Source: an optimization exercise on an open RTL-to-GDS flow (aim: small area and a short achievable clock period). Production flows keep margins and buffers that such runs may drop. Function was checked by simulation only, so behaviour that the tests miss may differ from the original. No activity file was given, so power comes from the tool's default toggle rates.

[config.mk]
export PLATFORM = sky130hd
export DESIGN_NAME = osd_overlay_top
export DESIGN_NICKNAME = osd_overlay_top
export VERILOG_FILES = /design/flow/design.v
export SDC_FILE = /design/flow/constraint.sdc
export NUM_CORES = 4
export LEC_CHECK = 0
export CAP_MARGIN = 20
export CORE_MARGIN = 2
export CORE_UTILIZATION = 40
export SLEW_MARGIN = 20
[constraint.sdc]
create_clock -name core_clock -period 7.0 [get_ports {clk_video}]
set_input_delay 1.4000 -clock core_clock [delete_from_list [all_inputs] [get_ports {clk_video}]]
set_output_delay 1.4000 -clock core_clock [all_outputs]
set_load 0.01 [all_outputs]
[design.v]
package osd_pkg;
    localparam logic [7:0] cmd_osd_disable = 8'h40;
    localparam logic [7:0] cmd_osd_enable  = 8'h41;
    localparam logic [7:0] cmd_joystick_0  = 8'h02;
    localparam logic [7:0] cmd_joystick_1  = 8'h03;
    localparam logic [7:0] cmd_status      = 8'h1E;
    localparam logic [3:0] cmd_line_class  = 4'h2;
    localparam int osd_cols   = 32;
    localparam int osd_rows   = 16;
    localparam int glyph_size = 8;
    localparam logic [11:0] osd_width  = 12'(osd_cols * glyph_size);
    localparam logic [11:0] osd_height = 12'(osd_rows * glyph_size);
    localparam logic [11:0] osd_x_offset = 12'd384;
    localparam logic [11:0] osd_y_offset = 12'd320;
    localparam int buf_addr_width = 9;
    localparam int buf_depth      = osd_cols * osd_rows;
    localparam logic [23:0] osd_fg_color = 24'h00FFFF;
    typedef union packed {
        logic [7:0] opcode;
        struct packed {
            logic [3:0] line_class;
            logic [3:0] line_num;
        } line;
    } cmd_word_u;
    typedef struct packed {
        logic [23:0] rgb;
        logic        de;
        logic        hs;
        logic        vs;
    } video_bus_t;
    localparam video_bus_t video_reset = {24'd0, 1'b0, 1'b1, 1'b1};
    typedef struct packed {
        logic                      en;
        logic [buf_addr_width-1:0] addr;
        logic [7:0]                data;
    } buf_wr_t;
    typedef enum logic [3:0] {
        idle,
        line_data,
        joy0_lo,
        joy0_hi,
        joy1_lo,
        joy1_hi,
        status_0,
        status_1,
        status_2,
        status_3
    } decode_state_t;
endpackage
`timescale 1ns/1ps
module osd_cmd_decoder (
    input  logic          clk_video,
    input  logic          rst_n,
    input  logic          cmd_frame,
    input  logic          cmd_valid,
    input  osd_pkg::cmd_word_u     cmd_byte,
    output osd_pkg::buf_wr_t       buf_wr,
    output logic          osd_enable,
    output logic [31:0]   status,
    output logic [15:0]   joystick_0,
    output logic [15:0]   joystick_1
);
    logic take;
    osd_pkg::decode_state_t state;
    logic [3:0]    line_num;
    logic [4:0]    char_cnt;
    logic                      wr_en;
    logic [osd_pkg::buf_addr_width-1:0] wr_addr;
    logic [7:0]                wr_data;
    assign take = cmd_valid & cmd_frame;
    always_ff @(posedge clk_video or negedge rst_n) begin
        if (!rst_n) begin
            state      <= osd_pkg::idle;
            line_num   <= 4'd0;
            char_cnt   <= 5'd0;
            wr_en      <= 1'b0;
            osd_enable <= 1'b0;
            status     <= 32'd0;
            joystick_0 <= 16'd0;
            joystick_1 <= 16'd0;
        end else begin
            wr_en <= 1'b0;
            if (take) begin
                case (state)
                    osd_pkg::idle: begin
                        case (cmd_byte.opcode)
                            osd_pkg::cmd_osd_disable: osd_enable <= 1'b0;
                            osd_pkg::cmd_osd_enable:  osd_enable <= 1'b1;
                            osd_pkg::cmd_joystick_0:  state <= osd_pkg::joy0_lo;
                            osd_pkg::cmd_joystick_1:  state <= osd_pkg::joy1_lo;
                            osd_pkg::cmd_status:      state <= osd_pkg::status_0;
                            default: begin
                                if (cmd_byte.line.line_class == osd_pkg::cmd_line_class) begin
                                    line_num <= cmd_byte.line.line_num;
                                    char_cnt <= 5'd0;
                                    state    <= osd_pkg::line_data;
                                end
                            end
                        endcase
                    end
                    osd_pkg::line_data: begin
                        wr_en    <= 1'b1;
                        char_cnt <= char_cnt + 5'd1;
                        if (char_cnt == 5'd31) begin
                            state <= osd_pkg::idle;
                        end
                    end
                    osd_pkg::joy0_lo: begin
                        joystick_0[7:0] <= cmd_byte.opcode;
                        state           <= osd_pkg::joy0_hi;
                    end
                    osd_pkg::joy0_hi: begin
                        joystick_0[15:8] <= cmd_byte.opcode;
                        state            <= osd_pkg::idle;
                    end
                    osd_pkg::joy1_lo: begin
                        joystick_1[7:0] <= cmd_byte.opcode;
                        state           <= osd_pkg::joy1_hi;
                    end
                    osd_pkg::joy1_hi: begin
                        joystick_1[15:8] <= cmd_byte.opcode;
                        state            <= osd_pkg::idle;
                    end
                    osd_pkg::status_0: begin
                        status[7:0] <= cmd_byte.opcode;
                        state       <= osd_pkg::status_1;
                    end
                    osd_pkg::status_1: begin
                        status[15:8] <= cmd_byte.opcode;
                        state        <= osd_pkg::status_2;
                    end
                    osd_pkg::status_2: begin
                        status[23:16] <= cmd_byte.opcode;
                        state         <= osd_pkg::status_3;
                    end
                    osd_pkg::status_3: begin
                        status[31:24] <= cmd_byte.opcode;
                        state         <= osd_pkg::idle;
                    end
                    default: state <= osd_pkg::idle;
                endcase
            end
            if (!cmd_frame) begin
                state <= osd_pkg::idle;
            end
        end
    end
    always_ff @(posedge clk_video) begin
        if (take && state == osd_pkg::line_data) begin
            wr_addr <= {line_num, char_cnt};
            wr_data <= cmd_byte.opcode;
        end
    end
    assign buf_wr = {wr_en, wr_addr, wr_data};
endmodule
`timescale 1ns/1ps
module osd_char_buffer (
    input  logic                      clk_video,
    input  osd_pkg::buf_wr_t                   buf_wr,
    input  logic [osd_pkg::buf_addr_width-1:0] rd_addr,
    output logic [7:0]                rd_data
);
    logic [7:0] mem [osd_pkg::buf_depth];
    always_ff @(posedge clk_video) begin
        if (buf_wr.en) begin
            mem[buf_wr.addr] <= buf_wr.data;
        end
    end
    always_ff @(posedge clk_video) begin
        rd_data <= mem[rd_addr];
    end
endmodule
`timescale 1ns/1ps
module osd_glyph_renderer (
    input  logic                      clk_video,
    input  logic                      rst_n,
    input  logic                      osd_enable,
    input  logic [11:0]               pixel_x,
    input  logic [11:0]               pixel_y,
    input  logic [7:0]                rd_data,
    output logic [osd_pkg::buf_addr_width-1:0] rd_addr,
    output logic                      osd_visible,
    output logic                      osd_pixel
);
    logic [11:0] rel_x;
    logic [11:0] rel_y;
    logic        in_window;
    logic        s1_visible;
    logic [2:0]  s1_row;
    logic [2:0]  s1_col;
    logic        lit;
    assign rel_x = pixel_x - osd_pkg::osd_x_offset;
    assign rel_y = pixel_y - osd_pkg::osd_y_offset;
    assign in_window = osd_enable && (rel_x < osd_pkg::osd_width) && (rel_y < osd_pkg::osd_height);
    assign rd_addr = {rel_y[6:3], rel_x[7:3]};
    always_ff @(posedge clk_video or negedge rst_n) begin
        if (!rst_n) begin
            s1_visible <= 1'b0;
        end else begin
            s1_visible <= in_window;
        end
    end
    always_ff @(posedge clk_video) begin
        s1_row <= rel_y[2:0];
        s1_col <= rel_x[2:0];
    end
    assign lit = (s1_row != 3'd7) && rd_data[3'd7 - s1_col];
    always_ff @(posedge clk_video or negedge rst_n) begin
        if (!rst_n) begin
            osd_visible <= 1'b0;
            osd_pixel   <= 1'b0;
        end else begin
            osd_visible <= s1_visible;
            osd_pixel   <= s1_visible & lit;
        end
    end
endmodule
`timescale 1ns/1ps
module osd_video_mixer (
    input  logic       clk_video,
    input  logic       rst_n,
    input  osd_pkg::video_bus_t video_in,
    input  logic       osd_visible,
    input  logic       osd_pixel,
    output osd_pkg::video_bus_t video_out
);
    osd_pkg::video_bus_t video_d1;
    osd_pkg::video_bus_t video_d2;
    logic [23:0] dim_rgb;
    always_ff @(posedge clk_video or negedge rst_n) begin
        if (!rst_n) begin
            video_d1 <= osd_pkg::video_reset;
            video_d2 <= osd_pkg::video_reset;
        end else begin
            video_d1 <= video_in;
            video_d2 <= video_d1;
        end
    end
    assign dim_rgb = {1'b0, video_d2.rgb[23:17],
                      1'b0, video_d2.rgb[15:9],
                      1'b0, video_d2.rgb[7:1]};
    always_ff @(posedge clk_video or negedge rst_n) begin
        if (!rst_n) begin
            video_out <= osd_pkg::video_reset;
        end else begin
            video_out.de <= video_d2.de;
            video_out.hs <= video_d2.hs;
            video_out.vs <= video_d2.vs;
            if (osd_visible && osd_pixel) begin
                video_out.rgb <= osd_pkg::osd_fg_color;
            end else if (osd_visible) begin
                video_out.rgb <= dim_rgb;
            end else begin
                video_out.rgb <= video_d2.rgb;
            end
        end
    end
endmodule
`timescale 1ns/1ps
module osd_overlay_top (
    input  logic        clk_video,
    input  logic        rst_n,
    input  logic        cmd_frame,
    input  logic        cmd_valid,
    input  logic [7:0]  cmd_byte,
    input  logic [23:0] video_in,
    input  logic        de_in,
    input  logic        hs_in,
    input  logic        vs_in,
    input  logic [11:0] pixel_x,
    input  logic [11:0] pixel_y,
    output logic [23:0] video_out,
    output logic        de_out,
    output logic        hs_out,
    output logic        vs_out,
    output logic [31:0] status,
    output logic [15:0] joystick_0,
    output logic [15:0] joystick_1
);
    osd_pkg::cmd_word_u                 cmd_word;
    osd_pkg::buf_wr_t                   buf_wr;
    logic                      osd_enable;
    logic [osd_pkg::buf_addr_width-1:0] rd_addr;
    logic [7:0]                rd_data;
    logic                      osd_visible;
    logic                      osd_pixel;
    osd_pkg::video_bus_t                video_bus_in;
    osd_pkg::video_bus_t                video_bus_out;
    assign cmd_word     = cmd_byte;
    assign video_bus_in = {video_in, de_in, hs_in, vs_in};
    assign video_out = video_bus_out.rgb;
    assign de_out    = video_bus_out.de;
    assign hs_out    = video_bus_out.hs;
    assign vs_out    = video_bus_out.vs;
    osd_cmd_decoder osd_cmd_decoder_inst (
        .clk_video  (clk_video),
        .rst_n      (rst_n),
        .cmd_frame  (cmd_frame),
        .cmd_valid  (cmd_valid),
        .cmd_byte   (cmd_word),
        .buf_wr     (buf_wr),
        .osd_enable (osd_enable),
        .status     (status),
        .joystick_0 (joystick_0),
        .joystick_1 (joystick_1)
    );
    osd_char_buffer osd_char_buffer_inst (
        .clk_video (clk_video),
        .buf_wr    (buf_wr),
        .rd_addr   (rd_addr),
        .rd_data   (rd_data)
    );
    osd_glyph_renderer osd_glyph_renderer_inst (
        .clk_video   (clk_video),
        .rst_n       (rst_n),
        .osd_enable  (osd_enable),
        .pixel_x     (pixel_x),
        .pixel_y     (pixel_y),
        .rd_data     (rd_data),
        .rd_addr     (rd_addr),
        .osd_visible (osd_visible),
        .osd_pixel   (osd_pixel)
    );
    osd_video_mixer osd_video_mixer_inst (
        .clk_video   (clk_video),
        .rst_n       (rst_n),
        .video_in    (video_bus_in),
        .osd_visible (osd_visible),
        .osd_pixel   (osd_pixel),
        .video_out   (video_bus_out)
    );
endmodule
[run.sh]
#!/bin/bash
# synth_recipe.tcl (not shown) runs the flow's synth.tcl, then flattens the netlist and writes it again
# the make line also repeats each setting of config.mk as NAME=value (left out here)
make -C /OpenROAD-flow-scripts/flow DESIGN_CONFIG=/design/flow/config.mk WORK_HOME=/design/flow/orfs CLKGATE_MAP_FILE= SYNTH_SCRIPT=/design/flow/synth_recipe.tcl finish
==> parameters.txt, run 1 <==
Parameter                              Value

Clocking
  Cts repair resizes ... 0
  TritonCTS clock tree ... done
  Number of sinks driven by the clock tree ... 4,290
  CTS Root Buffer Type ... clkbuf_16
  Clock-pin slew reported for the worst setup and hold paths after clock tree synthesis ... 60 ps
  Post-CTS Hold Fix Bufs ... 0
  Buffers from clock root to sink, at most ... 4
  Number of buffers added for setup after CTS ... 0
  Number of H-tree levels ... 5
  CTS buffer count ... 413
  Clock network latency to the later pin of the worst-skew pair ... 970 ps

Power
  Part of the total power dissipated in sequential elements ... 53.0%
  Cell-internal power ... 41.3 mW
  Leakage ... 60.0 nW
  Clock Power Share ... 42.6%
  Cell Pwr Density ... 279 mW/mm^2
  Portion of total power attributed to combinational logic ... 4.3%
  Switch Pwr ... 11.2 mW
  IR Drop Worst-Case VDD ... 0.208 mV
  Sw frac ... 21.3%
  Total power of the final layout ... 52.5 mW

Global route
  Vias in the first global route ... 86,300
  Residual overflow from global routing ... 0
  First-pass GRT wire length ... 659 mm
  Maximum number of pins on one net before global-route repair ... 213
  Number of antenna violations at the first check in global routing ... 23
  Global Route Usage Sum ... 21.5%

STA
  Worst Slack Setup Final ... 2330 ps
  Setup TNS after final layout ... 0 ps
  Remaining max-slew budget at the tightest pin ... 11.5%
  Final cycle utilization of the critical path ... 66.7%
  Count of pins over their slew limit ... 0
  Minimum clock period ... 4670 ps
  Transition time at the pin with the least slew margin ... 1330 ps
  Post-Route Skew ... 44.9 ps
  Total of endpoints with negative setup slack in the final report ... 0
  Highest achievable clock rate ... 0.214 GHz
  Worst Hold Margin ... 308 ps
  Final hold violations ... 0
  RSZ-0062 raised after global routing ... false

Final layout
  Core Util, Final ... 45.2%
  P&R area growth vs syn ... 12.6%
  Total Nets Final ... 8,842
  Cell area after layout ... 0.188 mm^2
  Cell Count, Final, Fillers Out ... 14,600
  Proportion of layout cells with a drive suffix above 1 ... 17.9%

Floorplan
  Area of the placeable core ... 0.417 mm^2
  Horizontal extent of the die ... 651 um
  Die area ... 0.423 mm^2
  Std-Cell Rows ... 237
  Die Y-Extent ... 651 um
  Number of ports placed on the die boundary ... 154
  Starting density of the core ... 40.2%

Synthesis
  Post-synthesis adder-cell area fraction ... 0.0299%
  Cell area after technology mapping ... 0.167 mm^2
  Mapped Avg Cell Area ... 19.6 um^2
  Synth Warn # ... 4
  Mux share of post-synthesis cell area ... 14.2%
  Sequential share of the synthesized area ... 76.4%
  Cell count after synthesis ... 8,517
  Number of enable-type register cells in the synthesized netlist ... 4,113
  Synthesized net count ... 8,584
  Simple-gate area share of the yosys netlist ... 2.89%
  Async SR Flop Fraction ... 3.80%
  FF+latch count, synth ... 4,290
  Area fraction in compound gates after synthesis ... 4.32%
  Largest family of logic cells by synthesized area ... multiplexers
  Synthesized-area fraction occupied by xor and xnor cells ... 0.0314%
  Most common flop cell mapped by yosys ... edfxtp_1
  Number of library cell types mapped by synthesis ... 87

Worst hold path
  Class of the tightest hold or removal check ... reg2reg

Route
  Total iterations of the first detailed-routing run ... 8
  DRC violation count after routing ... 0
  Post-detailed-routing wire length ... 468 mm
  Detailed-route wire length per cell ... 32.0 um
  Total number of vias ... 87,000
  Antenna Violating Nets Remaining ... 0
  Ratio of routed vias to standard cells ... 5.95
  Violation count after the first detailed-route iteration ... 11,300

Placement
  Worst setup slack after placement ... 1370 ps
  Half-perimeter wire length after detailed placement ... 285 mm
  Global placer's final weighted congestion ... 0.902
  Total of buffers placed on input and output ports ... 153
  Cell Count Post-Placement ... 13,900
  Placement Cell Area ... 0.175 mm^2

Critical path
  Crit path launch type ... input port
  Setup CP Type ... in2reg
  Required time at the endpoint of the critical path ... 7910 ps
  Critical path capture point type ... flip-flop
  Max FO, Critical Path ... 20
  WP data arrival ... 5580 ps

Run
  Max capacitance violation total ... 0

Outcome
  Result of the run ... finished clean
state kept, by name (all words and copies together) (netlist names), 9 cells and up:
| signal | flops |
|---|---|
| osd_char_buffer_inst.mem | 4096 |
| osd_cmd_decoder_inst.status | 32 |
| osd_cmd_decoder_inst.joystick_0 | 16 |
| osd_cmd_decoder_inst.wr_addr | 9 |
| osd_video_mixer_inst.video_out | 27 |
| osd_video_mixer_inst.video_d1 | 27 |
| osd_cmd_decoder_inst.joystick_1 | 16 |
| osd_video_mixer_inst.video_d2 | 27 |
worst max-delay path: stages:
cell and delay (ps):
clkdlybuf4s50_1 1090, nor2_1 300, nand2_1 580, nor2_1 230, a31oi_1 810, nor2_1 130
nor3_1 670, and4_1 310
cells in the final DEF, fill, tap and decap left out, drive strengths merged, types with 8 or more instances in the layout:
cell type	count
nand2	179
a21oi	194
a211oi	31
a22oi	31
clkbuf	501
clkdlybuf4s50	147
mux2	114
nor2	600
nor4	13
nand2b	11
nor3	109
a31oi	38
o21ai	109
a221oi	18
nor2b	12
clkinv	178
and3	9
edfxtp	4113
diode	10
o21a	9
nand4	35
dfrtp	157
and2	23
inv	33
o221ai	300
nand3	56
or3	12
dfxtp	14
mux4	651
mux2i	770
o22a	15
bufinv	46
o22ai	213
o31ai	8
clkinvlp	14
buf	226
synthesized netlist by cell type, types with 70 or more instances:
cell / instances / area [um^2]
nand2_1: 178 / 668
nor3_1: 109 / 546
mux4_2: 635 / 14300
o21ai_0: 103 / 515
buf_6: 74 / 833
a21oi_1: 194 / 971
clkbuf_1: 245 / 920
mux2_2: 113 / 1270
o221ai_1: 294 / 2570
dfrtp_1: 157 / 3930
edfxtp_1: 4113 / 124000
nor2_1: 600 / 2250
mux2i_1: 770 / 7710
buf_2: 70 / 350
o22ai_1: 212 / 1330
path summary, 6_finish.rpt:
path / start / end / slack (ps) / cells past startpoint
worst min-delay path: osd_video_mixer_inst.video_d1[7] / osd_video_mixer_inst.video_d2[7] / 310 / 0
worst max register to register: osd_cmd_decoder_inst.wr_addr[1] / osd_char_buffer_inst.mem[314][6] / 3360 / 4
worst max-delay path: pixel_y[3] / osd_char_buffer_inst.rd_data[3] / 2330 / 8
max in group asynchronous: rst_n / osd_cmd_decoder_inst.status[10] / 5100 / 2
worst min register to register: osd_video_mixer_inst.video_d1[7] / osd_video_mixer_inst.video_d2[7] / 310 / 0
min in group asynchronous: rst_n / osd_cmd_decoder_inst.status[21] / 550 / 1
cell families after synthesis:
group	count (synthesis)
multiplexers	1535
adder cells (fa/ha/maj)	4
buffers and inverters	548
XOR/XNOR	6
AND/OR/NAND/NOR	1102
AO/OA/AOI/OAI	1032
flip-flops	4290
layer usage:
metal	GRT usage [%]	up-vias	part of all wire, %
met2	34.3	4396	47
met4	7.62	16	4.0
met3	4.34	854	9.1
met1	29.5	46100	40
met5	0	-	0.021
li1	-	35600	-
final cells by class:
cell class                      instances  area [um^2]
Clock inverter                        253         2650
Fill cell                           34700       228000
Multi-Input combinational cell       3679        36200
Tap cell                             5497         6880
Sequential cell                      4290       128000
Antenna cell                           10         25.0
Inverter                               18         82.6
Clock buffer                          501        10800
Timing Repair Buffer                  373         3890
power by group through the flow:
stage | clock (mW) | sequential [mW] | combinational [mW]
after global routing | 23.6 | 27.8 | 2.36
after global placement | 0 | 28.4 | 2.25
after CTS | 22.6 | 27.9 | 2.27
final | 22.4 | 27.9 | 2.28
after detailed placement | 0 | 28.4 | 2.27
after floorplan | 0 | 28.4 | 1.36
==> run 2, diff against run 1 <==
--- a/design.v
+++ b/design.v
@@ -158,10 +158,25 @@
     input  logic                      clk_video,
-    input  osd_pkg::buf_wr_t                   buf_wr,
-    input  logic [osd_pkg::buf_addr_width-1:0] rd_addr,
-    output logic [7:0]                rd_data
+    input  logic                      rst_n,
+    input  osd_pkg::buf_wr_t          buf_wr,
+    output logic [1:0]                phase,
+    input  logic [5:0]                sel_a,
+    output logic [63:0]               cand
 );
-    logic [7:0] mem [osd_pkg::buf_depth];
+    localparam int aw = osd_pkg::buf_addr_width;
+    logic [1:0] ph;
     always_ff @(posedge clk_video) begin
-        if (buf_wr.en) begin
-            mem[buf_wr.addr] <= buf_wr.data;
+        ph <= ph + 2'd1;
+    end
+    assign phase = ph;
+    logic [3:0]    t_en;
+    logic [aw-1:0] t_addr [4];
+    logic [7:0]    t_data [4];
+    assign t_en[0]   = buf_wr.en;
+    assign t_addr[0] = buf_wr.addr;
+    assign t_data[0] = buf_wr.data;
+    always_ff @(posedge clk_video or negedge rst_n) begin
+        if (!rst_n) begin
+            t_en[3:1] <= 3'b000;
+        end else begin
+            t_en[3:1] <= t_en[2:0];
         end
@@ -169,4 +184,68 @@
     always_ff @(posedge clk_video) begin
-        rd_data <= mem[rd_addr];
+        for (int i = 1; i < 4; i++) begin
+            t_addr[i] <= t_addr[i-1];
+            t_data[i] <= t_data[i-1];
+        end
     end
+    logic [1:0] s_ins;
+    assign s_ins = ~ph;
+    logic [3:0] hit;
+    logic       use_b;
+    logic [3:0] hit_a;
+    always_comb begin
+        for (int i = 0; i < 4; i++) begin
+            hit[i] = t_en[i] && (t_addr[i][1:0] == s_ins);
+        end
+    end
+    assign use_b = hit[0] && (t_addr[0][4:0] == 5'd0);
+    assign hit_a = {hit[3:1], hit[0] & ~use_b};
+    logic          a_en;
+    logic [aw-1:0] a_addr;
+    logic [7:0]    a_data;
+    always_comb begin
+        a_en   = |hit_a;
+        a_addr = '0;
+        a_data = '0;
+        for (int i = 0; i < 4; i++) begin
+            a_addr = a_addr | ({aw{hit_a[i]}} & t_addr[i]);
+            a_data = a_data | ({8{hit_a[i]}} & t_data[i]);
+        end
+    end
+    logic [4095:0] st;
+    genvar r, j;
+    generate
+        for (r = 0; r < 16; r++) begin : g_row
+            for (j = 0; j < 8; j++) begin : g_grp
+                logic [31:0] lp;
+                logic        ld_a;
+                logic        ld_b;
+                assign ld_a = a_en && (a_addr[8:2] == 7'(r * 8 + j));
+                if (j == 0) begin : g_b
+                    assign ld_b = use_b && (t_addr[0][8:5] == 4'(r));
+                end else begin : g_nb
+                    assign ld_b = 1'b0;
+                end
+                always_ff @(posedge clk_video) begin
+                    lp[31:8] <= lp[23:0];
+                    if (ld_b)
+                        lp[7:0] <= t_data[0];
+                    else if (ld_a)
+                        lp[7:0] <= a_data;
+                    else
+                        lp[7:0] <= lp[31:24];
+                end
+                assign st[(r * 8 + j) * 32 +: 32] = lp;
+            end
+        end
+    endgenerate
+    genvar g;
+    generate
+        for (g = 0; g < 64; g++) begin : g_cand
+            logic [63:0] blk;
+            assign blk = st[g * 64 +: 64];
+            always_ff @(posedge clk_video) begin
+                cand[g] <= blk[sel_a];
+            end
+        end
+    endgenerate
 endmodule
@@ -174,23 +253,26 @@
 module osd_glyph_renderer (
-    input  logic                      clk_video,
-    input  logic                      rst_n,
-    input  logic                      osd_enable,
-    input  logic [11:0]               pixel_x,
-    input  logic [11:0]               pixel_y,
-    input  logic [7:0]                rd_data,
-    output logic [osd_pkg::buf_addr_width-1:0] rd_addr,
-    output logic                      osd_visible,
-    output logic                      osd_pixel
+    input  logic        clk_video,
+    input  logic        rst_n,
+    input  logic        osd_enable,
+    input  logic [11:0] pixel_x,
+    input  logic [11:0] pixel_y,
+    input  logic [1:0]  phase,
+    output logic [5:0]  sel_a,
+    input  logic [63:0] cand,
+    output logic        osd_visible,
+    output logic        osd_pixel
 );
-    logic [11:0] rel_x;
-    logic [11:0] rel_y;
-    logic        in_window;
-    logic        s1_visible;
-    logic [2:0]  s1_row;
-    logic [2:0]  s1_col;
-    logic        lit;
-    assign rel_x = pixel_x - osd_pkg::osd_x_offset;
-    assign rel_y = pixel_y - osd_pkg::osd_y_offset;
-    assign in_window = osd_enable && (rel_x < osd_pkg::osd_width) && (rel_y < osd_pkg::osd_height);
-    assign rd_addr = {rel_y[6:3], rel_x[7:3]};
+    logic       in_window;
+    logic [1:0] pos;
+    logic [1:0] ph_next;
+    assign in_window = osd_enable
+                     && (pixel_x[11:10] == 2'b00)
+                     && ((pixel_x[9:7] == 3'b011) || (pixel_x[9:7] == 3'b100))
+                     && (pixel_y[11:9] == 3'b000)
+                     && ((pixel_y[8:6] == 3'b101) || (pixel_y[8:6] == 3'b110));
+    assign ph_next = phase + 2'd1;
+    assign pos     = pixel_x[4:3] + ph_next;
+    logic       s1_visible;
+    logic       s1_row7;
+    logic [5:0] s1_sel_b;
     always_ff @(posedge clk_video or negedge rst_n) begin
@@ -203,15 +285,22 @@
     always_ff @(posedge clk_video) begin
-        s1_row <= rel_y[2:0];
-        s1_col <= rel_x[2:0];
+        s1_row7  <= (pixel_y[2:0] == 3'd7);
+        s1_sel_b <= {~pixel_y[6], pixel_y[5:3], ~pixel_x[7], pixel_x[6]};
+        sel_a    <= {pixel_x[5], pos, ~pixel_x[2:0]};
     end
-    assign lit = (s1_row != 3'd7) && rd_data[3'd7 - s1_col];
+    logic       s2_visible;
+    logic       s2_row7;
+    logic [5:0] s2_sel_b;
     always_ff @(posedge clk_video or negedge rst_n) begin
         if (!rst_n) begin
-            osd_visible <= 1'b0;
-            osd_pixel   <= 1'b0;
+            s2_visible <= 1'b0;
         end else begin
-            osd_visible <= s1_visible;
-            osd_pixel   <= s1_visible & lit;
+            s2_visible <= s1_visible;
         end
     end
+    always_ff @(posedge clk_video) begin
+        s2_row7  <= s1_row7;
+        s2_sel_b <= s1_sel_b;
+    end
+    assign osd_visible = s2_visible;
+    assign osd_pixel   = !s2_row7 && cand[s2_sel_b];
 endmodule
@@ -282,4 +371,5 @@
     logic                      osd_enable;
-    logic [osd_pkg::buf_addr_width-1:0] rd_addr;
-    logic [7:0]                rd_data;
+    logic [1:0]                phase;
+    logic [5:0]                sel_a;
+    logic [63:0]               cand;
     logic                      osd_visible;
@@ -308,5 +398,7 @@
         .clk_video (clk_video),
+        .rst_n     (rst_n),
         .buf_wr    (buf_wr),
-        .rd_addr   (rd_addr),
-        .rd_data   (rd_data)
+        .phase     (phase),
+        .sel_a     (sel_a),
+        .cand      (cand)
     );
@@ -318,4 +410,5 @@
         .pixel_y     (pixel_y),
-        .rd_data     (rd_data),
-        .rd_addr     (rd_addr),
+        .phase       (phase),
+        .sel_a       (sel_a),
+        .cand        (cand),
         .osd_visible (osd_visible),
==> parameters.txt, run 2 <==
Parameter                              Value

Critical path
  Required time at the endpoint of the critical path ... 7820 ps
  Register-to-register setup slack ... 2090 ps
  Critical path capture point type ... flip-flop
  WP data arrival ... 5730 ps
  Critical register-to-register path startpoint ... osd_char_buffer_inst.ph[1]
  Setup CP Type ... reg2reg
  Crit path launch type ... flip-flop
  Reg2Reg Depth ... 7
  Worst reg2reg path endpoint ... osd_char_buffer_inst.g_row[13].g_grp[7].lp[3]
  Max FO, Critical Path ... 17

Worst hold path
  Worst hold path stage count ... 0
  Class of the tightest hold or removal check ... reg2reg
  Startpoint of the most critical hold path ... osd_char_buffer_inst.g_row[8].g_grp[1].lp[10]
  Hold-critical path endpoint ... osd_char_buffer_inst.g_row[8].g_grp[1].lp[18]

Clocking
  CTS Root Buffer Type ... clkbuf_16
  Cts repair resizes ... 0
  Number of buffers added for setup after CTS ... 0
  Post-CTS Hold Fix Bufs ... 0
  TritonCTS clock tree ... done
  Clock-pin slew reported for the worst setup and hold paths after clock tree synthesis ... 70 ps
  Number of sinks driven by the clock tree ... 4,415
  Number of H-tree levels ... 5
  Clock network latency to the later pin of the worst-skew pair ... 950 ps
  CTS buffer count ... 427
  Buffers from clock root to sink, at most ... 4

Floorplan
  Starting density of the core ... 40.2%
  Number of ports placed on the die boundary ... 154
  Area of the placeable core ... 0.343 mm^2
  Horizontal extent of the die ... 591 um
  Die area ... 0.349 mm^2
  Std-Cell Rows ... 215
  Die Y-Extent ... 591 um

Synthesis
  Cell area after technology mapping ... 0.138 mm^2
  Most common flop cell mapped by yosys ... dfxtp_1
  Mapped Avg Cell Area ... 16.7 um^2
  Most repeated cell in the gate-level netlist after synthesis ... dfxtp_1
  Number of enable-type register cells in the synthesized netlist ... 17
  Sequential share of the synthesized area ... 64.8%
  Yosys top cell area share ... 61.4%
  Synthesized net count ... 8,349
  FF+latch count, synth ... 4,415
  Top post-synthesis cells by count ... dfxtp_1 (4,233), mux4_2 (1,361), mux2_2 (730)
  Number of library cell types mapped by synthesis ... 78
  Synth Warn # ... 6
  Cell count after synthesis ... 8,283
  Async SR Flop Fraction ... 3.74%
  Leading cell types by total area after synthesis ... dfxtp_1 (61%), mux4_2 (22%), mux2_2 (6.0%)
  Largest area contributor in the synthesized netlist ... dfxtp_1

Final layout
  Total Nets Final ... 8,531
  Largest registers ranked by flip-flop count ... osd_char_buffer_inst.g_row.g_grp.lp x4096, osd_char_buffer_inst.cand x64, osd_cmd_decoder_inst.status x32
  Number of flip-flops under the largest register name ... 4,096
  Register with the most flip-flops ... osd_char_buffer_inst.g_row.g_grp.lp
  # fillers ... 29,000
  Cell Count, Final, Fillers Out ... 13,400
  Most common cell after layout, fill and taps aside ... dfxtp_1
  Leading cell types in the layout, fill and taps excluded ... dfxtp_1 (4,225), mux4_2 (1,361), mux2_2 (730)
  P&R area growth vs syn ... 15.7%
  Proportion of layout cells with a drive suffix above 1 ... 35.0%

Route
  Antenna Violating Nets Remaining ... 0
  Detailed-route wire length per cell ... 24.8 um
  Total iterations of the first detailed-routing run ... 5
  Total number of vias ... 71,400
  Ratio of routed vias to standard cells ... 5.33
  Violation count after the first detailed-route iteration ... 5,218
  Post-detailed-routing wire length ... 332 mm
  DRC violation count after routing ... 0

STA
  Post-Route Skew ... 51.4 ps
  Final cycle utilization of the critical path ... 70.1%
  Setup TNS after final layout ... 0 ps
  Count of pins over their slew limit ... 0
  Highest achievable clock rate ... 0.204 GHz
  Total of endpoints with negative setup slack in the final report ... 0
  Final hold violations ... 0
  Transition time at the pin with the least slew margin ... 1290 ps
  Minimum clock period ... 4910 ps
  Remaining max-slew budget at the tightest pin ... 13.8%
  RSZ-0062 raised after global routing ... false

Global route
  Maximum number of pins on one net before global-route repair ... 161
  First-pass GRT wire length ... 499 mm
  Global Route Usage Sum ... 18.8%
  Vias in the first global route ... 76,100
  Number of antenna violations at the first check in global routing ... 19
  Residual overflow from global routing ... 0

Placement
  Half-perimeter wire length after detailed placement ... 206 mm
  Cell Count Post-Placement ... 12,600
  Global placer's final weighted congestion ... 0.841
  Total of buffers placed on input and output ports ... 153

Outcome
  Result of the run ... finished clean

Power
  IR Drop Worst-Case VDD ... 0.239 mV
  Leakage ... 60.1 nW
  Cell Pwr Density ... 313 mW/mm^2

Run
  Max capacitance violation total ... 0
-- run 2: cell count changes after synthesis, moves of 135 or more --
cell / previous run / this run
o221ai_1: 294 / 19
clkbuf_1: 245 / 413
mux2_2: 113 / 730
o21ai_0: 103 / 292
mux4_2: 635 / 1361
o22ai_1: 212 / 77
edfxtp_1: 4113 / 17
dfxtp_1: 14 / 4233
nor2_1: 600 / 122
mux2i_1: 770 / 40
-- run 2: where the power goes --
group | internal [mW] | switching [mW]
clock network | 13.8 | 9.77
logic | 0.454 | 0.573
registers | 25.3 | 0.115
total | 39.5 | 10.5
-- run 2: layer usage --
layer	vias to the layer above	routed length [um]	global-route usage, %
li1	31500	-	-
met1	37500	150000	26.1
met2	1833	158000	30.9
met3	547	15700	2.63
met4	4	8470	5.39
met5	-	27	0
-- run 2: final cells by class --
type / instances / area, um^2 / share of cell area, %
Clock inverter: 193 / 2270 / 1.42
Clock buffer: 596 / 12400 / 7.80
Timing Repair Buffer: 277 / 2800 / 1.76
Antenna cell: 9 / 22.5 / 0.0141
Inverter: 26 / 97.6 / 0.0612
Tap cell: 4557 / 5700 / 3.57
Multi-Input combinational cell: 3318 / 46800 / 29.3
Sequential cell: 4415 / 89400 / 56.1
-- run 2: metrics by stage --
step           instance area, um^2  power [mW]  util [%]  hold WS [ps]  worst slack, ps
2_1_floorplan               138000        26.6         -           310             3630
3_5_place_dp                145000        27.0      42.2           320             2130
5_1_grt                     159000        51.5      46.5           330             1880
6_report                    160000        50.0      46.5           320             2090
3_3_place_gp                145000        27.0      42.2           313             1940
4_1_cts                     159000        50.4      46.5           310             2130
-- run 2: how the worst max path moves through the flow --
stage	cells past startpoint	start	to
after global routing	7	osd_char_buffer_inst.ph[0]	osd_char_buffer_inst.g_row[2].g_grp[2].lp[3]
after detailed placement	7	osd_char_buffer_inst.ph[0]	osd_char_buffer_inst.g_row[2].g_grp[3].lp[5]
after global placement	7	osd_char_buffer_inst.ph[0]	osd_char_buffer_inst.g_row[10].g_grp[3].lp[7]
final	7	osd_char_buffer_inst.ph[1]	osd_char_buffer_inst.g_row[13].g_grp[7].lp[3]
after CTS	7	osd_char_buffer_inst.ph[1]	osd_char_buffer_inst.g_row[2].g_grp[3].lp[5]
after floorplan	6	cmd_frame	osd_cmd_decoder_inst.char_cnt[3]
-- run 2: cell families (layout without fill, tap and decap cells) --
kind of cell	after synthesis	count (layout)	synth area share, %
and+or+nand+nor	470	470	1.84
DFF	4415	4415	64.8
muxes	2159	2159	28.7
AOI/OAI and AO/OA	670	670	2.96
adders and majority gates	3	3	0.0272
other	0	9	0
xor gates and xnor gates	16	16	0.112
buffers and inverters	550	1092	1.54
-- run 2: critical path, cell delays in order (launching register included) --
cell,delay (ps)
dfxtp_1,540
xnor2_1,240
nor3b_4,950
a221oi_1,430
a211oi_4,1040
nand2_2,630
nor2_2,530
mux2_2,380
==> run 3, diff against run 2 <==
--- a/design.v
+++ b/design.v
@@ -56,2 +56,3 @@
     input  osd_pkg::cmd_word_u     cmd_byte,
+    output osd_pkg::buf_wr_t       buf_in,
     output osd_pkg::buf_wr_t       buf_wr,
@@ -154,2 +155,3 @@
     assign buf_wr = {wr_en, wr_addr, wr_data};
+    assign buf_in = {take && (state == osd_pkg::line_data), line_num, char_cnt, cmd_byte.opcode};
 endmodule
@@ -159,5 +161,7 @@
     input  logic                      rst_n,
+    input  osd_pkg::buf_wr_t          buf_in,
     input  osd_pkg::buf_wr_t          buf_wr,
-    output logic [1:0]                phase,
-    input  logic [5:0]                sel_a,
+    output logic [2:0]                count,
+    input  logic [7:0]                oh_lp,
+    input  logic [7:0]                oh_bit,
     output logic [63:0]               cand
@@ -165,18 +169,20 @@
     localparam int aw = osd_pkg::buf_addr_width;
-    logic [1:0] ph;
+    logic [2:0] cnt;
     always_ff @(posedge clk_video) begin
-        ph <= ph + 2'd1;
+        cnt <= cnt + 3'd1;
     end
-    assign phase = ph;
-    logic [3:0]    t_en;
-    logic [aw-1:0] t_addr [4];
-    logic [7:0]    t_data [4];
-    assign t_en[0]   = buf_wr.en;
-    assign t_addr[0] = buf_wr.addr;
-    assign t_data[0] = buf_wr.data;
+    assign count = cnt;
+    logic          t1_en;
+    logic          t2_en;
+    logic [aw-1:0] t1_addr;
+    logic [aw-1:0] t2_addr;
+    logic [7:0]    t1_data;
+    logic [7:0]    t2_data;
     always_ff @(posedge clk_video or negedge rst_n) begin
         if (!rst_n) begin
-            t_en[3:1] <= 3'b000;
+            t1_en <= 1'b0;
+            t2_en <= 1'b0;
         end else begin
-            t_en[3:1] <= t_en[2:0];
+            t1_en <= buf_wr.en;
+            t2_en <= t1_en;
         end
@@ -184,30 +190,55 @@
     always_ff @(posedge clk_video) begin
-        for (int i = 1; i < 4; i++) begin
-            t_addr[i] <= t_addr[i-1];
-            t_data[i] <= t_data[i-1];
-        end
-    end
-    logic [1:0] s_ins;
-    assign s_ins = ~ph;
-    logic [3:0] hit;
-    logic       use_b;
-    logic [3:0] hit_a;
+        t1_addr <= buf_wr.addr;
+        t1_data <= buf_wr.data;
+        t2_addr <= t1_addr;
+        t2_data <= t1_data;
+    end
+    logic [2:0] cnt_next;
+    logic [1:0] s_due;
+    logic       inv_due;
+    assign cnt_next = cnt + 3'd1;
+    assign s_due    = ~cnt_next[1:0];
+    assign inv_due  = ~cnt_next[2] ^ (cnt_next[1:0] == 2'b11);
+    logic       hit_in;
+    logic       hit_0;
+    logic       hit_1;
+    logic       hit_2;
+    logic       to_b;
+    assign hit_in = buf_in.en && (buf_in.addr[1:0] == s_due);
+    assign hit_0  = buf_wr.en && (buf_wr.addr[1:0] == s_due);
+    assign hit_1  = t1_en && (t1_addr[1:0] == s_due);
+    assign hit_2  = t2_en && (t2_addr[1:0] == s_due);
+    assign to_b   = hit_in && (buf_in.addr[4:2] == 3'd0);
+    logic          nx_en;
+    logic [aw-1:0] nx_addr;
+    logic [7:0]    nx_data;
     always_comb begin
-        for (int i = 0; i < 4; i++) begin
-            hit[i] = t_en[i] && (t_addr[i][1:0] == s_ins);
+        nx_en   = (hit_in && !to_b) || hit_0 || hit_1 || hit_2;
+        nx_addr = ({aw{hit_in && !to_b}} & buf_in.addr)
+                | ({aw{hit_0}} & buf_wr.addr)
+                | ({aw{hit_1}} & t1_addr)
+                | ({aw{hit_2}} & t2_addr);
+        nx_data = ({8{hit_in && !to_b}} & buf_in.data)
+                | ({8{hit_0}} & buf_wr.data)
+                | ({8{hit_1}} & t1_data)
+                | ({8{hit_2}} & t2_data);
+    end
+    logic [15:0] a_row;
+    logic [7:0]  a_grp;
+    logic [7:0]  a_data;
+    logic [15:0] b_row;
+    logic [7:0]  b_data;
+    always_ff @(posedge clk_video or negedge rst_n) begin
+        if (!rst_n) begin
+            a_row <= 16'd0;
+            b_row <= 16'd0;
+        end else begin
+            a_row <= nx_en ? (16'd1 << nx_addr[8:5]) : 16'd0;
+            b_row <= to_b ? (16'd1 << buf_in.addr[8:5]) : 16'd0;
         end
     end
-    assign use_b = hit[0] && (t_addr[0][4:0] == 5'd0);
-    assign hit_a = {hit[3:1], hit[0] & ~use_b};
-    logic          a_en;
-    logic [aw-1:0] a_addr;
-    logic [7:0]    a_data;
-    always_comb begin
-        a_en   = |hit_a;
-        a_addr = '0;
-        a_data = '0;
-        for (int i = 0; i < 4; i++) begin
-            a_addr = a_addr | ({aw{hit_a[i]}} & t_addr[i]);
-            a_data = a_data | ({8{hit_a[i]}} & t_data[i]);
-        end
+    always_ff @(posedge clk_video) begin
+        a_grp  <= 8'd1 << nx_addr[4:2];
+        a_data <= nx_data ^ {8{inv_due}};
+        b_data <= buf_in.data ^ {8{inv_due}};
     end
@@ -220,17 +251,21 @@
                 logic        ld_a;
-                logic        ld_b;
-                assign ld_a = a_en && (a_addr[8:2] == 7'(r * 8 + j));
+                assign ld_a = a_row[r] & a_grp[j];
                 if (j == 0) begin : g_b
-                    assign ld_b = use_b && (t_addr[0][8:5] == 4'(r));
-                end else begin : g_nb
-                    assign ld_b = 1'b0;
-                end
-                always_ff @(posedge clk_video) begin
-                    lp[31:8] <= lp[23:0];
-                    if (ld_b)
-                        lp[7:0] <= t_data[0];
-                    else if (ld_a)
-                        lp[7:0] <= a_data;
-                    else
-                        lp[7:0] <= lp[31:24];
+                    always_ff @(posedge clk_video) begin
+                        lp[31:8] <= lp[23:0];
+                        if (b_row[r])
+                            lp[7:0] <= ~b_data;
+                        else if (ld_a)
+                            lp[7:0] <= ~a_data;
+                        else
+                            lp[7:0] <= ~lp[31:24];
+                    end
+                end else begin : g_a
+                    always_ff @(posedge clk_video) begin
+                        lp[31:8] <= lp[23:0];
+                        if (ld_a)
+                            lp[7:0] <= ~a_data;
+                        else
+                            lp[7:0] <= ~lp[31:24];
+                    end
                 end
@@ -243,6 +278,8 @@
         for (g = 0; g < 64; g++) begin : g_cand
-            logic [63:0] blk;
-            assign blk = st[g * 64 +: 64];
+            logic [7:0] part;
+            for (genvar l = 0; l < 8; l++) begin : g_lp
+                assign part[l] = oh_lp[l] & |(oh_bit & st[g * 64 + l * 8 +: 8]);
+            end
             always_ff @(posedge clk_video) begin
-                cand[g] <= blk[sel_a];
+                cand[g] <= |part;
             end
@@ -258,4 +295,5 @@
     input  logic [11:0] pixel_y,
-    input  logic [1:0]  phase,
-    output logic [5:0]  sel_a,
+    input  logic [2:0]  count,
+    output logic [7:0]  oh_lp,
+    output logic [7:0]  oh_bit,
     input  logic [63:0] cand,
@@ -266,3 +304,4 @@
     logic [1:0] pos;
-    logic [1:0] ph_next;
+    logic [2:0] cnt_next;
+    logic [2:0] age;
     assign in_window = osd_enable
@@ -272,6 +311,8 @@
                      && ((pixel_y[8:6] == 3'b101) || (pixel_y[8:6] == 3'b110));
-    assign ph_next = phase + 2'd1;
-    assign pos     = pixel_x[4:3] + ph_next;
+    assign cnt_next = count + 3'd1;
+    assign pos      = pixel_x[4:3] + cnt_next[1:0];
+    assign age      = cnt_next - {1'b0, pos};
     logic       s1_visible;
     logic       s1_row7;
+    logic       s1_inv;
     logic [5:0] s1_sel_b;
@@ -286,4 +327,6 @@
         s1_row7  <= (pixel_y[2:0] == 3'd7);
+        s1_inv   <= age[2];
         s1_sel_b <= {~pixel_y[6], pixel_y[5:3], ~pixel_x[7], pixel_x[6]};
-        sel_a    <= {pixel_x[5], pos, ~pixel_x[2:0]};
+        oh_lp    <= 8'd1 << {pixel_x[5], pos};
+        oh_bit   <= 8'd1 << ~pixel_x[2:0];
     end
@@ -291,2 +334,3 @@
     logic       s2_row7;
+    logic       s2_inv;
     logic [5:0] s2_sel_b;
@@ -301,2 +345,3 @@
         s2_row7  <= s1_row7;
+        s2_inv   <= s1_inv;
         s2_sel_b <= s1_sel_b;
@@ -304,3 +349,3 @@
     assign osd_visible = s2_visible;
-    assign osd_pixel   = !s2_row7 && cand[s2_sel_b];
+    assign osd_pixel   = !s2_row7 && (cand[s2_sel_b] ^ s2_inv);
 endmodule
@@ -371,4 +416,6 @@
     logic                      osd_enable;
-    logic [1:0]                phase;
-    logic [5:0]                sel_a;
+    logic [2:0]                count;
+    osd_pkg::buf_wr_t                   buf_in;
+    logic [7:0]                oh_lp;
+    logic [7:0]                oh_bit;
     logic [63:0]               cand;
@@ -390,2 +437,3 @@
         .cmd_byte   (cmd_word),
+        .buf_in     (buf_in),
         .buf_wr     (buf_wr),
@@ -399,5 +447,7 @@
         .rst_n     (rst_n),
+        .buf_in    (buf_in),
         .buf_wr    (buf_wr),
-        .phase     (phase),
-        .sel_a     (sel_a),
+        .count     (count),
+        .oh_lp     (oh_lp),
+        .oh_bit    (oh_bit),
         .cand      (cand)
@@ -410,4 +460,5 @@
         .pixel_y     (pixel_y),
-        .phase       (phase),
-        .sel_a       (sel_a),
+        .count       (count),
+        .oh_lp       (oh_lp),
+        .oh_bit      (oh_bit),
         .cand        (cand),
--- a/config.mk
+++ b/config.mk
@@ -9,3 +9,6 @@
 export CORE_MARGIN = 2
-export CORE_UTILIZATION = 40
+export CORE_UTILIZATION = 55
+export CTS_CLUSTER_DIAMETER = 80
+export CTS_CLUSTER_SIZE = 28
+export SETUP_SLACK_MARGIN = 4.0
 export SLEW_MARGIN = 20
==> parameters.txt, run 3 <==
Parameter                              Value

Final layout
  Most common cell after layout, fill and taps aside ... dfxtp_1
  Largest registers ranked by flip-flop count ... osd_char_buffer_inst.g_row.g_grp.lp x4096, osd_char_buffer_inst.cand x64, osd_cmd_decoder_inst.status x32
  Number of flip-flops under the largest register name ... 4,096
  Register with the most flip-flops ... osd_char_buffer_inst.g_row.g_grp.lp
  Leading cell types in the layout, fill and taps excluded ... dfxtp_1 (4,220), a22oi_1 (2,320), mux2i_1 (950)
  Total Nets Final ... 9,856
  Proportion of layout cells with a drive suffix above 1 ... 5.06%
  P&R area growth vs syn ... 7.09%

Power
  Portion of total power attributed to combinational logic ... 2.7%
  Cell Pwr Density ... 284 mW/mm^2
  Sw frac ... 21.5%
  Part of the total power dissipated in sequential elements ... 65.1%
  Clock Power Share ... 32.2%
  Cell-internal power ... 31.0 mW
  Switch Pwr ... 8.49 mW
  IR Drop Worst-Case VDD ... 0.253 mV
  Leakage ... 56.9 nW

Route
  Detailed-route wire length per cell ... 27.9 um
  Total iterations of the first detailed-routing run ... 6
  Post-detailed-routing wire length ... 363 mm
  Ratio of routed vias to standard cells ... 6.34
  Violation count after the first detailed-route iteration ... 8,607
  Total number of vias ... 82,400
  Antenna Violating Nets Remaining ... 0
  DRC violation count after routing ... 0

Global route
  First-pass GRT wire length ... 535 mm
  Global Route Usage Sum ... 29.5%
  Maximum number of pins on one net before global-route repair ... 154
  Number of antenna violations at the first check in global routing ... 16
  Residual overflow from global routing ... 0
  Vias in the first global route ... 83,000

Synthesis
  Yosys top cell area share ... 65.6%
  Leading cell types by total area after synthesis ... dfxtp_1 (66%), a22oi_1 (13%), mux2i_1 (7.3%)
  FF+latch count, synth ... 4,466
  Sequential share of the synthesized area ... 69.8%
  Number of library cell types mapped by synthesis ... 65
  Number of enable-type register cells in the synthesized netlist ... 17
  Cell area after technology mapping ... 0.130 mm^2
  Largest area contributor in the synthesized netlist ... dfxtp_1
  Synth Warn # ... 4
  Most repeated cell in the gate-level netlist after synthesis ... dfxtp_1
  Async SR Flop Fraction ... 4.39%
  Top post-synthesis cells by count ... dfxtp_1 (4,253), a22oi_1 (2,320), mux2i_1 (951)
  Synthesized net count ... 10,200
  Mapped Avg Cell Area ... 12.8 um^2
  Most common flop cell mapped by yosys ... dfxtp_1
  Cell count after synthesis ... 10,100

Critical path
  CP peak stage delay ... 790 ps
  Worst path buffer plus inverter count ... 2
  Max FO, Critical Path ... 144
  Register-to-register setup slack ... 4050 ps
  Setup CP Type ... reg2reg
  Critical path, cell by cell ... buf_4, buf_16, a22oi_1, nand4_1, a22oi_1, nand4_1
  WP data arrival ... 3730 ps
  Cell family with the largest share of critical-path delay ... buffers and inverters
  Critical path capture point type ... flip-flop
  Slowest cell on the critical path ... dfxtp_4
  Required time at the endpoint of the critical path ... 7780 ps
  Crit path launch type ... flip-flop

Run
  Max capacitance violation total ... 0

Floorplan
  Horizontal extent of the die ... 490 um
  Die area ... 0.240 mm^2
  Area of the placeable core ... 0.235 mm^2
  Starting density of the core ... 55.2%
  Number of ports placed on the die boundary ... 154
  Die Y-Extent ... 490 um
  Std-Cell Rows ... 178

STA
  Setup TNS after final layout ... 0 ps
  Final hold violations ... 0
  Count of pins over their slew limit ... 0
  Transition time at the pin with the least slew margin ... 1230 ps
  RSZ-0062 raised after global routing ... true
  Total of endpoints with negative setup slack in the final report ... 0
  Post-Route Skew ... 25.4 ps
  Final cycle utilization of the critical path ... 42.1%
  Minimum clock period ... 2950 ps
  Remaining max-slew budget at the tightest pin ... 17.7%
  Highest achievable clock rate ... 0.339 GHz
  Worst Slack Setup Final ... 4050 ps

Clocking
  Clock-pin slew reported for the worst setup and hold paths after clock tree synthesis ... 110 ps
  Buffers from clock root to sink, at most ... 3
  TritonCTS clock tree ... done
  CTS buffer count ... 180
  Clock network latency to the later pin of the worst-skew pair ... 880 ps
  Number of H-tree levels ... 4
  CTS Root Buffer Type ... clkbuf_16
  Number of sinks driven by the clock tree ... 4,466

Placement
  Global placer's final weighted congestion ... 0.841
  Half-perimeter wire length after detailed placement ... 209 mm
  Total of buffers placed on input and output ports ... 153
  Worst setup slack after placement ... 2840 ps

Worst hold path
  Class of the tightest hold or removal check ... reg2reg

Outcome
  Result of the run ... finished clean
[run 3: worst register-to-register path, cell delays in order (launching register included)]
cell and delay [ps]:
dfxtp_4 790, buf_4 500, buf_16 480, a22oi_1 570, nand4_1 140, a22oi_1 100, nand4_1 260
[run 3: through the flow]
step / util [%] / power [mW] / area (um^2) / hold slack, ps / instances
after detailed placement: 56.9 / 27.3 / 134000 / 316 / 12700
final: 59.1 / 39.5 / 139000 / 335 / 13000
after CTS: 59.1 / 39.7 / 139000 / 335 / 13000
after global routing: 59.1 / 40.7 / 139000 / 342 / 13000
after global placement: 56.9 / 27.3 / 134000 / 314 / 12700
after floorplan: - / 26.8 / 130000 / 310 / 10100
[run 3: repair_timing]
| action | 4_1_cts | 5_1_grt |
|---|---|---|
| hold buffers | 0 | 0 |
| resized for setup | 202 | 17 |
| buffers inserted | 8 | 3 |
| endpoints found under the setup margin | 129 | 66 |
| pin swaps | 0 | 1 |
[run 3: area by class of cell]
type	count	area, um^2
Fill cell	18900	96100
Sequential cell	4466	90700
Multi-Input combinational cell	4852	36200
Clock buffer	217	4870
Tap cell	3150	3940
Timing Repair Buffer	276	2860
Clock inverter	19	262
Antenna cell	17	42.5
Inverter	10	37.5
[run 3: power by group through the flow]
stage / Clock (mW) / Sequential, mW / Combinational, mW
after floorplan: 0 / 26.2 / 0.616
after global placement: 0 / 26.3 / 1.05
after detailed placement: 0 / 26.3 / 1.05
after CTS: 12.9 / 25.7 / 1.05
after global routing: 13.8 / 25.7 / 1.13
final: 12.7 / 25.7 / 1.08
[run 3: cells by family (layout without fill, tap and decap cells)]
logic type      count (synthesis)  after routing  synth area share [%]
buf+inv                       785            522                  2.31
compound gates               2628           2628                  14.7
xor+xnor                       32             32                 0.216
other cells                     0             17                     0
flops                        4466           4466                  69.8
simple gates                 1161           1161                  4.89
fa+ha+maj                       7              7                0.0675
mux                          1024           1024                  7.98
[run 3: worst paths after layout]
path | to | startpoint | cells after the start
hold / removal | osd_char_buffer_inst.g_row[12].g_grp[2].lp[22] | osd_char_buffer_inst.g_row[12].g_grp[2].lp[14] | 0
hold reg to reg | osd_char_buffer_inst.g_row[12].g_grp[2].lp[22] | osd_char_buffer_inst.g_row[12].g_grp[2].lp[14] | 0
setup reg to reg | osd_char_buffer_inst.cand[51] | osd_glyph_renderer_inst.oh_bit[1] | 6
setup / recovery | osd_char_buffer_inst.cand[51] | osd_glyph_renderer_inst.oh_bit[1] | 6
min in group asynchronous | osd_video_mixer_inst.video_d1[11] | rst_n | 1
max in group asynchronous | osd_cmd_decoder_inst.joystick_0[2] | rst_n | 2
[run 3: per-layer routing]
layer	GRT usage [%]	wire length [um]	share of wire, %
met1	41.8	163000	45
met5	0	49	0.013
met4	8.83	10900	3.0
met3	4.63	25300	6.9
met2	46.5	164000	45
==> run 4, diff against run 3 <==
--- a/config.mk
+++ b/config.mk
@@ -10,4 +10,2 @@
 export CORE_UTILIZATION = 55
-export CTS_CLUSTER_DIAMETER = 80
-export CTS_CLUSTER_SIZE = 28
 export SETUP_SLACK_MARGIN = 4.0
==> parameters.txt, run 4 <==
Parameter                              Value

Floorplan
  Starting density of the core ... 55.2%
  Die area ... 0.240 mm^2
  Horizontal extent of the die ... 490 um
  Area of the placeable core ... 0.235 mm^2
  Number of ports placed on the die boundary ... 154
  Die Y-Extent ... 490 um
  Std-Cell Rows ... 178

Critical path
  CP peak stage delay ... 530 ps
  Register-to-register setup slack ... 4070 ps
  Setup CP Type ... reg2out
  Critical path depth ... 1
  Reg2Reg Depth ... 6
  WP data arrival ... 1570 ps
  Cell family with the largest share of critical-path delay ... flip-flops
  Critical path, cell by cell ... buf_6
  Crit path launch type ... flip-flop
  Max FO, Critical Path ... 1
  Critical path capture point type ... output port
  Slowest cell on the critical path ... dfstp_2
  Required time at the endpoint of the critical path ... 5600 ps
  Worst path buffer plus inverter count ... 1

STA
  Minimum clock period ... 2970 ps
  RSZ-0062 raised after global routing ... true
  Highest achievable clock rate ... 0.336 GHz
  Remaining max-slew budget at the tightest pin ... 21.7%
  Post-Route Skew ... 29.7 ps
  Total of endpoints with negative setup slack in the final report ... 0
  Final cycle utilization of the critical path ... 42.5%
  Setup TNS after final layout ... 0 ps
  Count of pins over their slew limit ... 0
  Transition time at the pin with the least slew margin ... 1170 ps
  Final hold violations ... 0

Clocking
  Clock network latency to the later pin of the worst-skew pair ... 970 ps
  Clock-pin slew reported for the worst setup and hold paths after clock tree synthesis ... 60 ps
  CTS Root Buffer Type ... clkbuf_16
  TritonCTS clock tree ... done
  Post-CTS Hold Fix Bufs ... 0
  Number of sinks driven by the clock tree ... 4,466
  CTS buffer count ... 434
  Buffers from clock root to sink, at most ... 4
  Number of H-tree levels ... 5

Final layout
  Area of the multi-input gates ... 0.0362 mm^2
  Leading cell types in the layout, fill and taps excluded ... dfxtp_1 (4,220), a22oi_1 (2,320), mux2i_1 (950)
  Number of flip-flops under the largest register name ... 4,096
  Largest registers ranked by flip-flop count ... osd_char_buffer_inst.g_row.g_grp.lp x4096, osd_char_buffer_inst.cand x64, osd_cmd_decoder_inst.status x32
  Total Nets Final ... 10,100
  Register with the most flip-flops ... osd_char_buffer_inst.g_row.g_grp.lp
  # fillers ... 18,100
  Cell Count, Final, Fillers Out ... 13,500
  Most common cell after layout, fill and taps aside ... dfxtp_1
  Seq. cell area ... 0.0907 mm^2
  Proportion of layout cells with a drive suffix above 1 ... 10.0%
  P&R area growth vs syn ... 14.0%

Route
  Antenna Violating Nets Remaining ... 0
  Total number of vias ... 84,600
  Ratio of routed vias to standard cells ... 6.25
  Post-detailed-routing wire length ... 370 mm
  Detailed-route wire length per cell ... 27.3 um
  DRC violation count after routing ... 0
  Total iterations of the first detailed-routing run ... 6
  Violation count after the first detailed-route iteration ... 8,376

Power
  Sw frac ... 20.8%
  Leakage ... 61.6 nW
  Part of the total power dissipated in sequential elements ... 51.1%
  Cell-internal power ... 39.9 mW
  IR Drop Worst-Case VDD ... 0.247 mV
  Cell Pwr Density ... 341 mW/mm^2
  Switch Pwr ... 10.5 mW
  Clock Power Share ... 46.8%
  Portion of total power attributed to combinational logic ... 2.1%
  Total power of the final layout ... 50.4 mW

Synthesis
  Number of library cell types mapped by synthesis ... 65
  Cell area after technology mapping ... 0.130 mm^2
  Most repeated cell in the gate-level netlist after synthesis ... dfxtp_1
  Sequential share of the synthesized area ... 69.8%
  Number of enable-type register cells in the synthesized netlist ... 17
  Async SR Flop Fraction ... 4.39%
  Largest area contributor in the synthesized netlist ... dfxtp_1
  Most common flop cell mapped by yosys ... dfxtp_1
  Mux share of post-synthesis cell area ... 7.98%
  Leading cell types by total area after synthesis ... dfxtp_1 (66%), a22oi_1 (13%), mux2i_1 (7.3%)
  Area fraction in compound gates after synthesis ... 14.7%
  Synthesized net count ... 10,200
  Largest family of logic cells by synthesized area ... compound AO/OA/AOI/OAI gates
  Synth Warn # ... 4
  Simple-gate area share of the yosys netlist ... 4.89%
  Post-synthesis adder-cell area fraction ... 0.0675%
  Mapped Avg Cell Area ... 12.8 um^2
  FF+latch count, synth ... 4,466
  Cell count after synthesis ... 10,100
  Top post-synthesis cells by count ... dfxtp_1 (4,253), a22oi_1 (2,320), mux2i_1 (951)
  Synthesized-area fraction occupied by xor and xnor cells ... 0.216%
  Yosys top cell area share ... 65.6%

Global route
  Residual overflow from global routing ... 0
  First-pass GRT wire length ... 548 mm
  Global Route Usage Sum ... 30.0%
  Maximum number of pins on one net before global-route repair ... 154
  Number of antenna violations at the first check in global routing ... 17
  Vias in the first global route ... 86,100

Worst hold path
  Worst hold path stage count ... 0
  Class of the tightest hold or removal check ... reg2reg

Outcome
  Result of the run ... finished clean

Placement
  Cell Count Post-Placement ... 12,700
  Total of buffers placed on input and output ports ... 153
  Half-perimeter wire length after detailed placement ... 209 mm
  Global placer's final weighted congestion ... 0.841

Run
  Max capacitance violation total ... 0
run 4: cell counts after synthesis:
Identical to the previous run, type by type.
run 4: kinds of logic (layout without fill, tap and decap cells):
group           count (synthesis)  after routing
compound gates               2628           2628
xor+xnor                       32             32
fa+ha+maj                       7              7
buf+inv                       785           1057
flops                        4466           4466
mux                          1024           1024
other cells                     0             10
simple gates                 1161           1161
run 4: worst paths after layout:
check | start | end
worst max-delay path | osd_video_mixer_inst.video_out[1] | hs_out
worst min-delay path | osd_char_buffer_inst.g_row[1].g_grp[3].lp[23] | osd_char_buffer_inst.g_row[1].g_grp[3].lp[31]
worst max register to register | osd_glyph_renderer_inst.oh_bit[4] | osd_char_buffer_inst.cand[50]
worst min register to register | osd_char_buffer_inst.g_row[1].g_grp[3].lp[23] | osd_char_buffer_inst.g_row[1].g_grp[3].lp[31]
max in group asynchronous | rst_n | osd_cmd_decoder_inst.status[6]
min in group asynchronous | rst_n | osd_video_mixer_inst.video_d1[2]
run 4: final cells by class:
cell class	instances	share of cell area (%)
Sequential cell	4466	61.3
Multi-Input combinational cell	4852	24.5
Tap cell	3150	2.67
Clock buffer	617	8.60
Antenna cell	10	0.0169
Clock inverter	157	1.25
Inverter	10	0.0254
Timing Repair Buffer	273	1.63
run 4: power by group through the flow:
| stage | clock network, mW | logic (mW) | registers (mW) |
|---|---|---|---|
| 6_report | 23.6 | 1.06 | 25.7 |
| 5_1_grt | 24.9 | 1.12 | 25.7 |
| 4_1_cts | 23.9 | 1.05 | 25.7 |
| 3_5_place_dp | 0 | 1.05 | 26.3 |
| 3_3_place_gp | 0 | 1.05 | 26.3 |
| 2_1_floorplan | 0 | 0.616 | 26.2 |
run 4: what timing repair did:
action,4_1_cts,5_1_grt
resized for setup,369,14
buffers inserted,7,1
endpoints found under the setup margin,123,61
pin swaps,0,1
run 4: per-layer routing:
metal / vias up / global-route usage (%) / part of all wire [%]
met2: 3602 / 47.2 / 45
met4: 8 / 10.0 / 3.2
li1: 37600 / - / -
met3: 718 / 5.13 / 7.3
met1: 42600 / 42.1 / 44
met5: - / 0 / 0.013
run 4: stage by stage:
step,setup slack (ps),hold slack [ps],util [%],area (um^2)
final,4030,324,62.9,148000
after global routing,3960,328,62.9,148000
after CTS,3850,303,62.9,148000
after detailed placement,2840,316,56.9,134000
after global placement,2850,314,56.9,134000
after floorplan,3920,310,-,130000

[afterwards: timing with drivers on the ports]
No port has a modelled driver above. Below, the same layouts with a new extraction and two added sets of constraints. Step 1 sets driving cells, clkbuf_16 on the clock port and buf_2 on the other inputs (assumed; they add their load-dependent delay and slew). Step 2 moves the port delays by t, midway between the first and last clock arrival at a register: inputs arrive t later, outputs are due t later. That takes back most of the time a late clock gives input paths. Three values: ideal, step 1, step 2; two values: the first two.
| run | t, ns | setup slack, ns | slew at the worst register clock pin (ns) |
|---|---|---|---|
| run 1 | 1.062 | 2.331 / 2.315 / 1.254 | 0.07 / 0.07 |
| run 2 | 1.024 | 2.092 / 2.092 / 2.092 | 0.07 / 0.07 |
| run 3 | 0.957 | 4.050 / 3.974 / 3.166 | 0.11 / 0.11 |
| run 4 | 1.050 | 4.025 / 3.932 / 3.131 | 0.07 / 0.07 |
After both steps every run listed still meets setup and hold. For run 1, which loses most, drivers alone change the setup slack by -0.016 ns; drivers and shift together by -1.077 ns.
